This design comes from an exercise in tuning for small area, a short achievable clock period and few clock cycles on the open sky130 flow, not from production work.
At most, simulation tests tie the RTL to the original design; equivalence was not proved.
Only the layout flow was run in run 2; the RTL was not checked for function there.
Power and IR drop assume default switching activity.

## flow/design.v (module list and top-level ports; edited modules follow where they fit)
// module csa_level: 49 lines
// module param_wallace_multiplier: 3568 lines
module param_wallace_multiplier
#(
    parameter int WIDTH = 32
) (
    input  logic                 clk,
    input  logic                 rst,
    input  logic [WIDTH-1:0]     a,
    input  logic [WIDTH-1:0]     b,
    input  logic                 signed_mode,
    input  logic                 in_valid,
    output logic                 in_ready,
    output logic [2*WIDTH-1:0]   product,
    output logic                 out_valid,
    input  logic                 out_ready
);
  // ...
==> flow/flow/run.sh <==
#!/bin/bash
# Own layout flow: the standard ORFS flow, with Yosys's generic "abc -fast"
# inside "synth" skipped (SYNTH_ARGS=-noabc). That pass re-maps the
# XOR3/majority full-adder logic before ORFS's extract_fa, which then finds the
# adders in inverted form and leaves an inverter on most adder-to-adder nets.
# Everything else (registers, their names, the final ABC mapping, floorplan,
# placement, CTS, routing) is the standard flow.
set -euo pipefail
bash standard.sh SYNTH_ARGS=-noabc finish > standard_flow.log 2>&1
==> flow/standard.sh <==
#!/bin/bash
# synth_recipe.tcl (not shown) runs the flow's synth.tcl, then flattens the netlist and writes it again
# the make line also repeats each setting of config.mk as NAME=value (left out here)
make -C /OpenROAD-flow-scripts/flow DESIGN_CONFIG=/design/flow/config.mk WORK_HOME=/design/flow/orfs CLKGATE_MAP_FILE= SYNTH_SCRIPT=/design/flow/synth_recipe.tcl "${@:-finish}"
==> flow/config.mk <==
export PLATFORM = sky130hd
export DESIGN_NAME = param_wallace_multiplier
export DESIGN_NICKNAME = param_wallace_multiplier
export VERILOG_FILES = /design/flow/design.v
export SDC_FILE = /design/flow/constraint.sdc
export NUM_CORES = 4
export LEC_CHECK = 0
export ABC_CLOCK_PERIOD_IN_PS = 5000
export CAP_MARGIN = 20
export CORE_MARGIN = 2
export CORE_UTILIZATION = 40
export CTS_BUF_LIST = sky130_fd_sc_hd__clkbuf_4 sky130_fd_sc_hd__clkbuf_8
export SETUP_SLACK_MARGIN = 3.9
export SLEW_MARGIN = 20
==> flow/constraint.sdc <==
create_clock -name core_clock -period 10.0 [get_ports {clk}]
set_input_delay 2.0000 -clock core_clock [delete_from_list [all_inputs] [get_ports {clk}]]
set_output_delay 2.0000 -clock core_clock [all_outputs]
set_load 0.01 [all_outputs]
==> notes.md, run 1 <==
Setup path:
- The largest individual stage delay along the critical path comes from the cell sky130_fd_sc_hd__fa_1.
- The timing endpoint of the critical path is r_q[69].
- The worst setup path is of the in2reg kind.
- The number of buffers and inverters on the critical path is 3.

Routing:
- In the routed design, unresolved DRC markers number 0.
- The routed length on met1 is between 30 and 40 mm.

Finish:
- The library cell used most frequently in the layout, excluding fill and tap cells, is sky130_fd_sc_hd__xnor2_1.
- The end-of-flow core utilization is 0.4776.
- The non-clock inverters instantiated in the layout total 119.
- The total number of nets in the final design is ~3600.
- Compared with the post-synthesis result, the final layout area differs by 18.25%.
- After filler insertion, the fill cell instance count of the layout stands at roughly 6500.
- Leaving out fill and tap cells, the most frequent cells in the layout are 486 x sky130_fd_sc_hd__xnor2_1, 424 x sky130_fd_sc_hd__fa_1, 423 x sky130_fd_sc_hd__o22ai_1.

Timing:
- The measured slew at the worst slew-check pin is 1045 ps.
- The max-slew violation total from the final report is 0.
- The post-route fraction of the period consumed by the critical path is 0.6108.
- Setup repair after global routing could not meet its margin everywhere.
- The hold slack is between 1000 and 1500 ps.
- Measured against its own limit, the worst slew margin works out to 0.2962.
- For the final routed database, the setup TNS stands at 0 ps.

Run status:
- The run finished with no timing, DRC or antenna violations.

Pwr:
- The share of total power dissipated in combinational logic is 0.836.
- Overall power consumption after layout is estimated at ~12 mW.
- The power in the clock group is about 0.47 mW.
- The static leakage is around 13 nW.

Hold path:
- The path class of the tightest hold or removal check is reg2reg.

Clock network:
- The clock latency at the later pin of the worst-skew pair is roughly 570 ps.
- The number of buffers created by CTS is 17.

Synthesis:
- Counting flops and latches in the post-synthesis netlist gives 123.
- In the post-synthesis netlist, the biggest area contributors are sky130_fd_sc_hd__fa_1 33%, sky130_fd_sc_hd__xnor2_1 16%, sky130_fd_sc_hd__edfxtp_1 13%.
- The number of nets in the synthesized netlist is ~3500.
- The distinct cell type count after synthesis is between 70 and 80.
- The mux contribution to synthesized area is 0.01170.
- Among all cell types in the netlist, the one instantiated most often is sky130_fd_sc_hd__xnor2_1.
- The post-synthesis instance total is about 2800.
- The top cell type's share of synthesized area is 0.3297.

Placement:
- Buffers placed on the I/O ports in this run total approximately 130.
- The pre-CTS setup slack is ~1900 ps.

Die:
- The total I/O pin count is about 140.
Testbench counts, summed over its fixed seeds: cycles 2,408.
==> run 2: changes to the inputs <==
--- a/flow/design.v
+++ b/flow/design.v
@@ -89,26 +89,26 @@
     input  logic [WIDTH-1:0]     b,
     input  logic                 signed_mode,
     input  logic                 in_valid,
     output logic                 in_ready,
     output logic [2*WIDTH-1:0]   product,
     output logic                 out_valid,
     input  logic                 out_ready
 );
-    logic [121:0] r_q;
-    logic [121:0] r_d;
+    logic [125:0] r_q;
+    logic [125:0] r_d;
     logic        v_q;
     logic        adv_s;
-    logic [51:0] row_x;
-    logic [51:0] row_y;
-    logic [11:0] lo_x;
-    logic [11:0] lo_y;
-    logic [12:0] lo_s;
-    logic [52:0] hi_s;
+    logic [55:0] row_x;
+    logic [55:0] row_y;
+    logic [7:0] lo_x;
+    logic [7:0] lo_y;
+    logic [8:0] lo_s;
+    logic [56:0] hi_s;
     logic [33:0] ax;
     logic [34:0] bx;
     logic [33:0] xa_0;
     logic [33:0] xa_1;
     logic [33:0] xa_2;
     logic [33:0] xa_3;
     logic [33:0] xa_4;
     logic [33:0] xa_5;
@@ -3483,18 +3483,18 @@
     assign c1046 = (pp_14_33 & pp_15_31) | (pp_14_33 & pp_16_29) | (pp_15_31 & pp_16_29);
     assign s1047 = c1040 ^ s1045 ^ c1042;
     assign c1048 = (c1040 & s1045) | (c1040 & c1042) | (s1045 & c1042);
     assign s1049 = 1'b1 ^ pp_15_32 ^ pp_16_30;
     assign c1050 = (1'b1 & pp_15_32) | (1'b1 & pp_16_30) | (pp_15_32 & pp_16_30);
     assign s1051 = c1046 ^ s1049;
     assign c1052 = c1046 & s1049;
     assign s1053 = pp_15_33 ^ pp_16_31 ^ c1050;
-    assign lo_x = {c50, s47, s37, c24, s21, s15, s9, s5, c2, pp_1_0, pp_0_1, pp_0_0};
-    assign lo_y = {s59, s49, s39, s31, s23, s17, s11, s7, s3, s1, 1'b0, neg_0};
+    assign lo_x = {s21, s15, s9, s5, c2, pp_1_0, pp_0_1, pp_0_0};
+    assign lo_y = {s23, s17, s11, s7, s3, s1, 1'b0, neg_0};
     assign lo_s = {1'b0, lo_x} + {1'b0, lo_y};
     assign r_d[0] = c418;
     assign r_d[1] = s447;
     assign r_d[2] = c448;
     assign r_d[3] = s477;
     assign r_d[4] = c478;
     assign r_d[5] = s509;
     assign r_d[6] = c508;
@@ -3516,108 +3516,112 @@
     assign r_d[22] = lo_s[1];
     assign r_d[23] = lo_s[2];
     assign r_d[24] = lo_s[3];
     assign r_d[25] = lo_s[4];
     assign r_d[26] = lo_s[5];
     assign r_d[27] = lo_s[6];
     assign r_d[28] = lo_s[7];
     assign r_d[29] = lo_s[8];
-    assign r_d[30] = lo_s[9];
-    assign r_d[31] = lo_s[10];
-    assign r_d[32] = lo_s[11];
-    assign r_d[33] = lo_s[12];
-    assign r_d[34] = c60;
-    assign r_d[35] = s71;
-    assign r_d[36] = s81;
-    assign r_d[37] = s83;
-    assign r_d[38] = c84;
-    assign r_d[39] = s97;
-    assign r_d[40] = c98;
-    assign r_d[41] = s111;
-    assign r_d[42] = c112;
-    assign r_d[43] = s127;
-    assign r_d[44] = c128;
-    assign r_d[45] = s143;
-    assign r_d[46] = c144;
-    assign r_d[47] = s161;
-    assign r_d[48] = s177;
-    assign r_d[49] = s179;
-    assign r_d[50] = c180;
-    assign r_d[51] = s199;
-    assign r_d[52] = c200;
-    assign r_d[53] = s219;
-    assign r_d[54] = c220;
-    assign r_d[55] = s241;
-    assign r_d[56] = c242;
-    assign r_d[57] = s263;
-    assign r_d[58] = c264;
-    assign r_d[59] = s287;
-    assign r_d[60] = c288;
-    assign r_d[61] = s311;
-    assign r_d[62] = c312;
-    assign r_d[63] = s337;
-    assign r_d[64] = c338;
-    assign r_d[65] = s363;
-    assign r_d[66] = s389;
-    assign r_d[67] = s391;
-    assign r_d[68] = c392;
-    assign r_d[69] = s419;
-    assign r_d[70] = c420;
-    assign r_d[71] = s575;
-    assign r_d[72] = c576;
-    assign r_d[73] = s635;
-    assign r_d[74] = c636;
-    assign r_d[75] = s691;
-    assign r_d[76] = c692;
-    assign r_d[77] = s743;
-    assign r_d[78] = c744;
-    assign r_d[79] = s791;
-    assign r_d[80] = c792;
-    assign r_d[81] = s813;
-    assign r_d[82] = c814;
-    assign r_d[83] = s835;
-    assign r_d[84] = c836;
-    assign r_d[85] = s855;
-    assign r_d[86] = c856;
-    assign r_d[87] = s875;
-    assign r_d[88] = c876;
-    assign r_d[89] = s893;
-    assign r_d[90] = c894;
-    assign r_d[91] = s911;
-    assign r_d[92] = c912;
-    assign r_d[93] = s927;
-    assign r_d[94] = c928;
-    assign r_d[95] = s943;
-    assign r_d[96] = c944;
-    assign r_d[97] = s957;
-    assign r_d[98] = c958;
-    assign r_d[99] = s971;
-    assign r_d[100] = c972;
-    assign r_d[101] = s983;
-    assign r_d[102] = c984;
-    assign r_d[103] = s995;
-    assign r_d[104] = c996;
-    assign r_d[105] = s1005;
-    assign r_d[106] = c1006;
-    assign r_d[107] = s1015;
-    assign r_d[108] = c1016;
-    assign r_d[109] = s1023;
-    assign r_d[110] = c1024;
-    assign r_d[111] = s1031;
-    assign r_d[112] = c1032;
-    assign r_d[113] = s1037;
-    assign r_d[114] = c1038;
-    assign r_d[115] = s1043;
-    assign r_d[116] = c1044;
-    assign r_d[117] = s1047;
-    assign r_d[118] = c1048;
-    assign r_d[119] = s1051;
-    assign r_d[120] = c1052;
-    assign r_d[121] = s1053;
+    assign r_d[30] = c24;
+    assign r_d[31] = s31;
+    assign r_d[32] = s37;
+    assign r_d[33] = s39;
+    assign r_d[34] = s47;
+    assign r_d[35] = s49;
+    assign r_d[36] = c50;
+    assign r_d[37] = s59;
+    assign r_d[38] = c60;
+    assign r_d[39] = s71;
+    assign r_d[40] = s81;
+    assign r_d[41] = s83;
+    assign r_d[42] = c84;
+    assign r_d[43] = s97;
+    assign r_d[44] = c98;
+    assign r_d[45] = s111;
+    assign r_d[46] = c112;
+    assign r_d[47] = s127;
+    assign r_d[48] = c128;
+    assign r_d[49] = s143;
+    assign r_d[50] = c144;
+    assign r_d[51] = s161;
+    assign r_d[52] = s177;
+    assign r_d[53] = s179;
+    assign r_d[54] = c180;
+    assign r_d[55] = s199;
+    assign r_d[56] = c200;
+    assign r_d[57] = s219;
+    assign r_d[58] = c220;
+    assign r_d[59] = s241;
+    assign r_d[60] = c242;
+    assign r_d[61] = s263;
+    assign r_d[62] = c264;
+    assign r_d[63] = s287;
+    assign r_d[64] = c288;
+    assign r_d[65] = s311;
+    assign r_d[66] = c312;
+    assign r_d[67] = s337;
+    assign r_d[68] = c338;
+    assign r_d[69] = s363;
+    assign r_d[70] = s389;
+    assign r_d[71] = s391;
+    assign r_d[72] = c392;
+    assign r_d[73] = s419;
+    assign r_d[74] = c420;
+    assign r_d[75] = s575;
+    assign r_d[76] = c576;
+    assign r_d[77] = s635;
+    assign r_d[78] = c636;
+    assign r_d[79] = s691;
+    assign r_d[80] = c692;
+    assign r_d[81] = s743;
+    assign r_d[82] = c744;
+    assign r_d[83] = s791;
+    assign r_d[84] = c792;
+    assign r_d[85] = s813;
+    assign r_d[86] = c814;
+    assign r_d[87] = s835;
+    assign r_d[88] = c836;
+    assign r_d[89] = s855;
+    assign r_d[90] = c856;
+    assign r_d[91] = s875;
+    assign r_d[92] = c876;
+    assign r_d[93] = s893;
+    assign r_d[94] = c894;
+    assign r_d[95] = s911;
+    assign r_d[96] = c912;
+    assign r_d[97] = s927;
+    assign r_d[98] = c928;
+    assign r_d[99] = s943;
+    assign r_d[100] = c944;
+    assign r_d[101] = s957;
+    assign r_d[102] = c958;
+    assign r_d[103] = s971;
+    assign r_d[104] = c972;
+    assign r_d[105] = s983;
+    assign r_d[106] = c984;
+    assign r_d[107] = s995;
+    assign r_d[108] = c996;
+    assign r_d[109] = s1005;
+    assign r_d[110] = c1006;
+    assign r_d[111] = s1015;
+    assign r_d[112] = c1016;
+    assign r_d[113] = s1023;
+    assign r_d[114] = c1024;
+    assign r_d[115] = s1031;
+    assign r_d[116] = c1032;
+    assign r_d[117] = s1037;
+    assign r_d[118] = c1038;
+    assign r_d[119] = s1043;
+    assign r_d[120] = c1044;
+    assign r_d[121] = s1047;
+    assign r_d[122] = c1048;
+    assign r_d[123] = s1051;
+    assign r_d[124] = c1052;
+    assign r_d[125] = s1053;
     always_ff @(posedge clk) begin
         if (rst) begin
             v_q <= 1'b0;
         end else if (adv_s) begin
             v_q <= in_valid;
         end
     end
     always_ff @(posedge clk) begin
@@ -3636,14 +3640,14 @@
     assign s605 = r_q[9] ^ r_q[10] ^ r_q[11];
     assign c606 = (r_q[9] & r_q[10]) | (r_q[9] & r_q[11]) | (r_q[10] & r_q[11]);
     assign s663 = r_q[12] ^ r_q[13] ^ r_q[14];
     assign c664 = (r_q[12] & r_q[13]) | (r_q[12] & r_q[14]) | (r_q[13] & r_q[14]);
     assign s717 = r_q[15] ^ r_q[16] ^ r_q[17];
     assign c718 = (r_q[15] & r_q[16]) | (r_q[15] & r_q[17]) | (r_q[16] & r_q[17]);
     assign s767 = r_q[18] ^ r_q[19] ^ r_q[20];
     assign c768 = (r_q[18] & r_q[19]) | (r_q[18] & r_q[20]) | (r_q[19] & r_q[20]);
-    assign row_x = {r_q[120], r_q[118], r_q[116], r_q[114], r_q[112], r_q[110], r_q[108], r_q[106], r_q[104], r_q[102], r_q[100], r_q[98], r_q[96], r_q[94], r_q[92], r_q[90], r_q[88], r_q[86], r_q[84], r_q[82], r_q[80], c768, r_q[78], c718, r_q[76], c664, r_q[74], c606, r_q[72], c544, c512, c480, c450, r_q[70], r_q[68], r_q[66], r_q[64], r_q[62], r_q[60], r_q[58], r_q[56], r_q[54], r_q[52], r_q[50], r_q[48], r_q[46], r_q[44], r_q[42], r_q[40], r_q[38], r_q[36], r_q[34]};
-    assign row_y = {r_q[121], r_q[119], r_q[117], r_q[115], r_q[113], r_q[111], r_q[109], r_q[107], r_q[105], r_q[103], r_q[101], r_q[99], r_q[97], r_q[95], r_q[93], r_q[91], r_q[89], r_q[87], r_q[85], r_q[83], r_q[81], r_q[79], s767, r_q[77], s717, r_q[75], s663, r_q[73], s605, r_q[71], s543, s511, s479, s449, r_q[69], r_q[67], r_q[65], r_q[63], r_q[61], r_q[59], r_q[57], r_q[55], r_q[53], r_q[51], r_q[49], r_q[47], r_q[45], r_q[43], r_q[41], r_q[39], r_q[37], r_q[35]};
-    assign hi_s = {row_x, 1'b1} + {row_y, r_q[33]};
-    assign product   = {hi_s[52:1], r_q[32], r_q[31], r_q[30], r_q[29], r_q[28], r_q[27], r_q[26], r_q[25], r_q[24], r_q[23], r_q[22], r_q[21]};
+    assign row_x = {r_q[124], r_q[122], r_q[120], r_q[118], r_q[116], r_q[114], r_q[112], r_q[110], r_q[108], r_q[106], r_q[104], r_q[102], r_q[100], r_q[98], r_q[96], r_q[94], r_q[92], r_q[90], r_q[88], r_q[86], r_q[84], c768, r_q[82], c718, r_q[80], c664, r_q[78], c606, r_q[76], c544, c512, c480, c450, r_q[74], r_q[72], r_q[70], r_q[68], r_q[66], r_q[64], r_q[62], r_q[60], r_q[58], r_q[56], r_q[54], r_q[52], r_q[50], r_q[48], r_q[46], r_q[44], r_q[42], r_q[40], r_q[38], r_q[36], r_q[34], r_q[32], r_q[30]};
+    assign row_y = {r_q[125], r_q[123], r_q[121], r_q[119], r_q[117], r_q[115], r_q[113], r_q[111], r_q[109], r_q[107], r_q[105], r_q[103], r_q[101], r_q[99], r_q[97], r_q[95], r_q[93], r_q[91], r_q[89], r_q[87], r_q[85], r_q[83], s767, r_q[81], s717, r_q[79], s663, r_q[77], s605, r_q[75], s543, s511, s479, s449, r_q[73], r_q[71], r_q[69], r_q[67], r_q[65], r_q[63], r_q[61], r_q[59], r_q[57], r_q[55], r_q[53], r_q[51], r_q[49], r_q[47], r_q[45], r_q[43], r_q[41], r_q[39], r_q[37], r_q[35], r_q[33], r_q[31]};
+    assign hi_s = {row_x, 1'b1} + {row_y, r_q[29]};
+    assign product   = {hi_s[56:1], r_q[28], r_q[27], r_q[26], r_q[25], r_q[24], r_q[23], r_q[22], r_q[21]};
     assign out_valid = v_q;
 endmodule
==> flow/config.mk (replaced) <==
export PLATFORM = sky130hd
export DESIGN_NAME = param_wallace_multiplier
export DESIGN_NICKNAME = param_wallace_multiplier
export VERILOG_FILES = /design/flow/design.v
export SDC_FILE = /design/flow/constraint.sdc
export NUM_CORES = 4
export LEC_CHECK = 0
export ABC_CLOCK_PERIOD_IN_PS = 5000
export CAP_MARGIN = 20
export CORE_MARGIN = 2
export CORE_UTILIZATION = 40
export SETUP_SLACK_MARGIN = 4.0
export SLEW_MARGIN = 20
==> run 2 against run 1 <==
  * Largest power group unchanged
  * First-iteration DRC count rose by 8.2%
  * Clock power up 36%
  * Critical path type unchanged
  * Sequential share of layout area shrank 0.16 points
  * Core utilization up 2.2 points
  * Hold slack got worse by 280 ps
  * Still clean
  * Clock skew shrank 8.3 ps
  * Critical path depth up 1
  * Non-clock buffer count grew 15
  * Combinational power is essentially flat
  * Sequential power is essentially flat
==> notes.md, run 2 <==
Pwr:
- The power per cell area is ~370 nW/um^2.
- VDD sags by at most about 0.23 mV.
- The static leakage is 13.33 nW (+4.7%).

Clock network:
- The clock latency at the later pin of the worst-skew pair is 460 ps (-110 ps).
- The number of sinks driven by the clock tree is around 130.
- TritonCTS built the clock tree.
- The cell at the root of the clock tree is sky130_fd_sc_hd__clkbuf_16.
- The number of buffers created by CTS is 17 (unchanged).
- Clock-pin slew was measured on the worst setup and hold paths at approximately 60 ps.
- The depth of the CTS H-tree is 4.
- In this run, post-CTS hold repair placed 0 buffers.
- No sink is reached through more buffers than the 2 on the longest clock path.

Setup path:
- Walking the worst path, the cells encountered are buf_4, ha_4, nor2b_4, buf_12, buf_4, buf_12, buf_16, xnor2_2, o22ai_1, fa_2, fa_1, fa_1, fa_1, fa_1, fa_1.
- The worst register-to-register path begins at v_q.
- The critical path's top delay family is adder cells.
- In this design, the stage delay of the slowest critical-path cell is 560 ps.
- The critical setup path kind is in2reg.
- The worst setup path is launched from an input pin.
- The buffer and inverter count on the worst path is 5 (+2).
- The endpoint identified for the worst register-to-register timing path is r_q[34].
- The kind of capture point of the worst setup path is a flop.
- The arrival time at the worst endpoint is about 6300 ps.
- The data required time at the worst endpoint is a little over 10000 ps.
- The register-to-register setup slack is between 8000 and 9000 ps.
- The number of cell instances on the worst register-to-register path is 2.
- By instance count, the cell type seen most on the critical path is sky130_fd_sc_hd__fa_1.
- The slowest cell on the critical path is sky130_fd_sc_hd__fa_1.
- The biggest fanout along the worst timing path is 11.

Die:
- The starting density of the core is 0.4034.
- The floorplan has 97 rows.
- The total I/O pin count was 135 (unchanged).
- The die is about 270 um wide.
- The total area inside the core boundary comes to approximately 70000 sq um.
- The die is approximately 270 um tall.
- The die outline area is 72760 sq um.

Routing:
- After detailed routing, the total wire length is 110.3 mm.
- The detailed router placed between 20000 and 25000 vias in this run.
- In the final routed layout, each cell accounts on average for approximately 28 um.
- The total iterations of the first detailed-routing run is 6.
- The post-detailed-route count of antenna-violating nets is 0.
- Dividing the detail-routed via count by the number of cells gives 6.332.
- The number of DRC markers in iteration 0 is between 3000 and 4000.
- The number of design rule violations left after detail routing came to 0 (unchanged).

Global route:
- The wire length of the first global-routing pass is ~160 mm.
- The number of global-route vias before repair is between 20000 and 30000.
- The pin count of the biggest net entering global routing is 70.
- The initial antenna violation count is 10.
- Summed over all layers, the global routing overflow is 0.
- The total track usage is 0.2953.

Timing:
- The final-layout setup total negative slack is 0 ps (unchanged).
- The max-slew violation total from the final report came to 0 (unchanged).
- Setup repair after global routing could not meet its margin everywhere.
- Based on the critical path, the design can be clocked at up to 164.9 MHz.
- The final hold violation count is 0.
- The worst slew margin relative to its limit is 0.1974 (-0.09882).
- The worst clock skew on the final layout is roughly 8.6 ps.
- The slack of the critical path is roughly 3900 ps.
- Setup violations remaining at the end of the flow were counted as 0.
- The measured slew at the worst slew-check pin is 1191 ps (+146.7 ps).
- The time the final worst path needs with I/O delays and setup is 6065 ps.
- The post-route fraction of the period consumed by the critical path is 0.6065 (-0.004203).

Finish:
- The end-of-flow core utilization is 0.4995 (+0.02183).
- The number of flip-flops in the largest register is roughly 130.
- Leaving out fill and tap cells, the most frequent cell in the layout is sky130_fd_sc_hd__xnor2_1.
- The largest registers in the layout are r_q (126), v_q (1).
- The total of fill cells in the finished design was 6216 (-3.6%).
- The synthesis-to-layout area growth is 23.82%.
- Leaving out fill and tap cells, the most frequent cells in the layout are 442 x sky130_fd_sc_hd__xnor2_1, 392 x sky130_fd_sc_hd__o22ai_1, 377 x sky130_fd_sc_hd__fa_1.
- The share of layout cells above drive strength 1 is 0.2157.
- The most flop-heavy register is r_q.
- The total number of nets in the final design is 3598 (+0.47%).

Synthesis:
- The most area-hungry cell type in the Yosys netlist is sky130_fd_sc_hd__fa_1.
- For this run, asynchronously set or reset flops after synthesis account for 0.
- For this run, the leading register cell type out of synthesis is sky130_fd_sc_hd__edfxtp_1.
- The number of nets in the synthesized netlist is 3482 (+0.057%).
- The mapped netlist covers 28250 sq um.
- The top cell type's share of synthesized area is 0.3295 (about the same).
- The post-synthesis sequential area ratio is 0.1347.
- Among all cell types in the netlist, the one instantiated most often is sky130_fd_sc_hd__xnor2_1.
- In this run, synthesis inferred 126 flip-flops with an integrated enable.
- The distinct cell type count after synthesis is 68 (-6.8%).
- By area the synthesized netlist is led by sky130_fd_sc_hd__fa_1 33%, sky130_fd_sc_hd__xnor2_1 16%, sky130_fd_sc_hd__edfxtp_1 13%.
- The commonest cells after synthesis are 500 x sky130_fd_sc_hd__xnor2_1, 465 x sky130_fd_sc_hd__fa_1, 433 x sky130_fd_sc_hd__o22ai_1.
- After synthesis, the mean cell area works out to between 10 and 15 sq um.
- The post-synthesis instance total was 2806 (+0.071%).
- The number of warnings reported in the yosys synthesis log is 1.
- The count of state elements after synthesis came to 127 (+3.3%).

Hold path:
- The endpoint of the worst hold-timing path is v_q.
- Counting instances, the worst hold path has a depth of 2.
- The tightest min-delay check is of the reg2reg type.
- The startpoint identified for the worst hold timing path is v_q.

Run status:
- The flow ran to the end and the layout has no timing, DRC or antenna violations.

Placement:
- The routability congestion estimate is approximately 1.
- The pre-CTS setup slack is 2413 ps (+506.3 ps).
- The half-perimeter wire length after detailed placement is around 80 mm.
- The number of input and output port buffers inserted is 134 (unchanged).

Run:
- The tool flagged a number of max-cap violations equal to 0.
## run 2: cell type report
cell class / instances / area [sq um] / share of cell area
clock inverter: 14 / 163.9 / 0.004686
multi-input combinational: 2318 / 24930 / 0.7128
timing repair inverter: 8 / 63.81 / 0.001824
tap: 940 / 1176 / 0.03363
timing repair buffer: 354 / 3951 / 0.1130
inverter: 96 / 446.7 / 0.01277
clock buffer: 18 / 429.2 / 0.01227
sequential: 127 / 3804 / 0.1088
antenna: 4 / 10.01 / 0.0002862
## run 2: cell families after synthesis
kind of cell               Yosys count  synth area share
buffers and inverters              370           0.05049
and+or+nand+nor                    292           0.04846
DFF                                127            0.1347
adders and majority gates          607            0.3924
AOI/OAI and AO/OA                  788            0.1797
xor gates and xnor gates           591            0.1832
muxes                               31           0.01098
## run 2: worst min-delay path, stage by stage (launching register included)
cell                       delay [ps]
sky130_fd_sc_hd__dfxtp_1          330
sky130_fd_sc_hd__nand2b_4         250
sky130_fd_sc_hd__a21oi_1          110
## run 2: worst max-delay path by stage
| stage | from | to | slack [ps] | depth (start not counted) |
|---|---|---|---|---|
| after CTS | b[26] | r_q[85] | 3960 | 13 |
| after detailed placement | b[11] | r_q[85] | 2410 | 13 |
| final | b[7] | r_q[3] | 3930 | 15 |
| after floorplan | signed_mode | r_q[77] | 3920 | 15 |
| after global routing | b[7] | r_q[3] | 3930 | 15 |
| after global placement | b[11] | r_q[85] | 2480 | 13 |
## run 2: report_power, final
group / internal, mW / leakage [nW] / switching [mW]
combinational: 4.94 / 11.7 / 5.61
clock: 0.369 / 0.278 / 0.264
sequential: 1.50 / 1.35 / 0.110
total: 6.81 / 13.3 / 5.98
## run 2: through the flow
stage               instance area (sq um)  cells  power [mW]  hold slack, ps
finish                              34980   3879       12.79           730.4
global route                        34970   3876       13.96           794.1
CTS                                 33550   3821       12.59           751.4
detailed placement                  30490   3676       11.39           739.0
global placement                    30490   3676       11.19           725.0
floorplan                           28970   2806       7.823            2052
## run 2: metal layers
layer  part of all wire  track usage  up-vias
met5            0.00021            0        -
met4              0.048       0.1300        4
met3               0.13      0.09885      324
met2               0.44       0.4449     1653
met1               0.39       0.3861    12380
li1                   -            -    10200
## run 2: what timing repair did
| action | CTS | global route |
|---|---|---|
| endpoints found under the setup margin | 119 | 62 |
| resized for setup | 325 | 251 |
| pin swaps | 39 | 59 |
| cloned | 27 | 7 |
| setup buffers | 86 | 47 |

-- port drivers added, routing unchanged --
The results above use ideal ports. As a check the final layouts listed here were re-extracted and re-timed, cells and wires unchanged. Step 1 assumes that a clkbuf_16 drives the clock port and a buf_2 every other input. Step 2 moves the port delays by t, midway between the first and last clock arrival at a register: inputs arrive t later, outputs are due t later. That takes back most of the time a late clock gives input paths. Slacks: no drivers / after step 1 / after step 2; pairs: no drivers / after step 1.
run | t (ns) | slack for setup (ns) | worst setup path at the end | slew at the worst register clock pin (ns) | cell pins on the clock port's net
run 1 | 0.621 | 3.892 / 3.867 / 3.245 | input to register | 0.08 / 0.08 | 1
run 2 | 0.524 | 3.935 / 3.968 / 3.444 | input to register | 0.06 / 0.06 | 1
After both steps setup and hold are still met in every run listed. For run 1, which loses most, drivers alone change the setup slack by -0.025 ns; drivers and shift together by -0.647 ns.
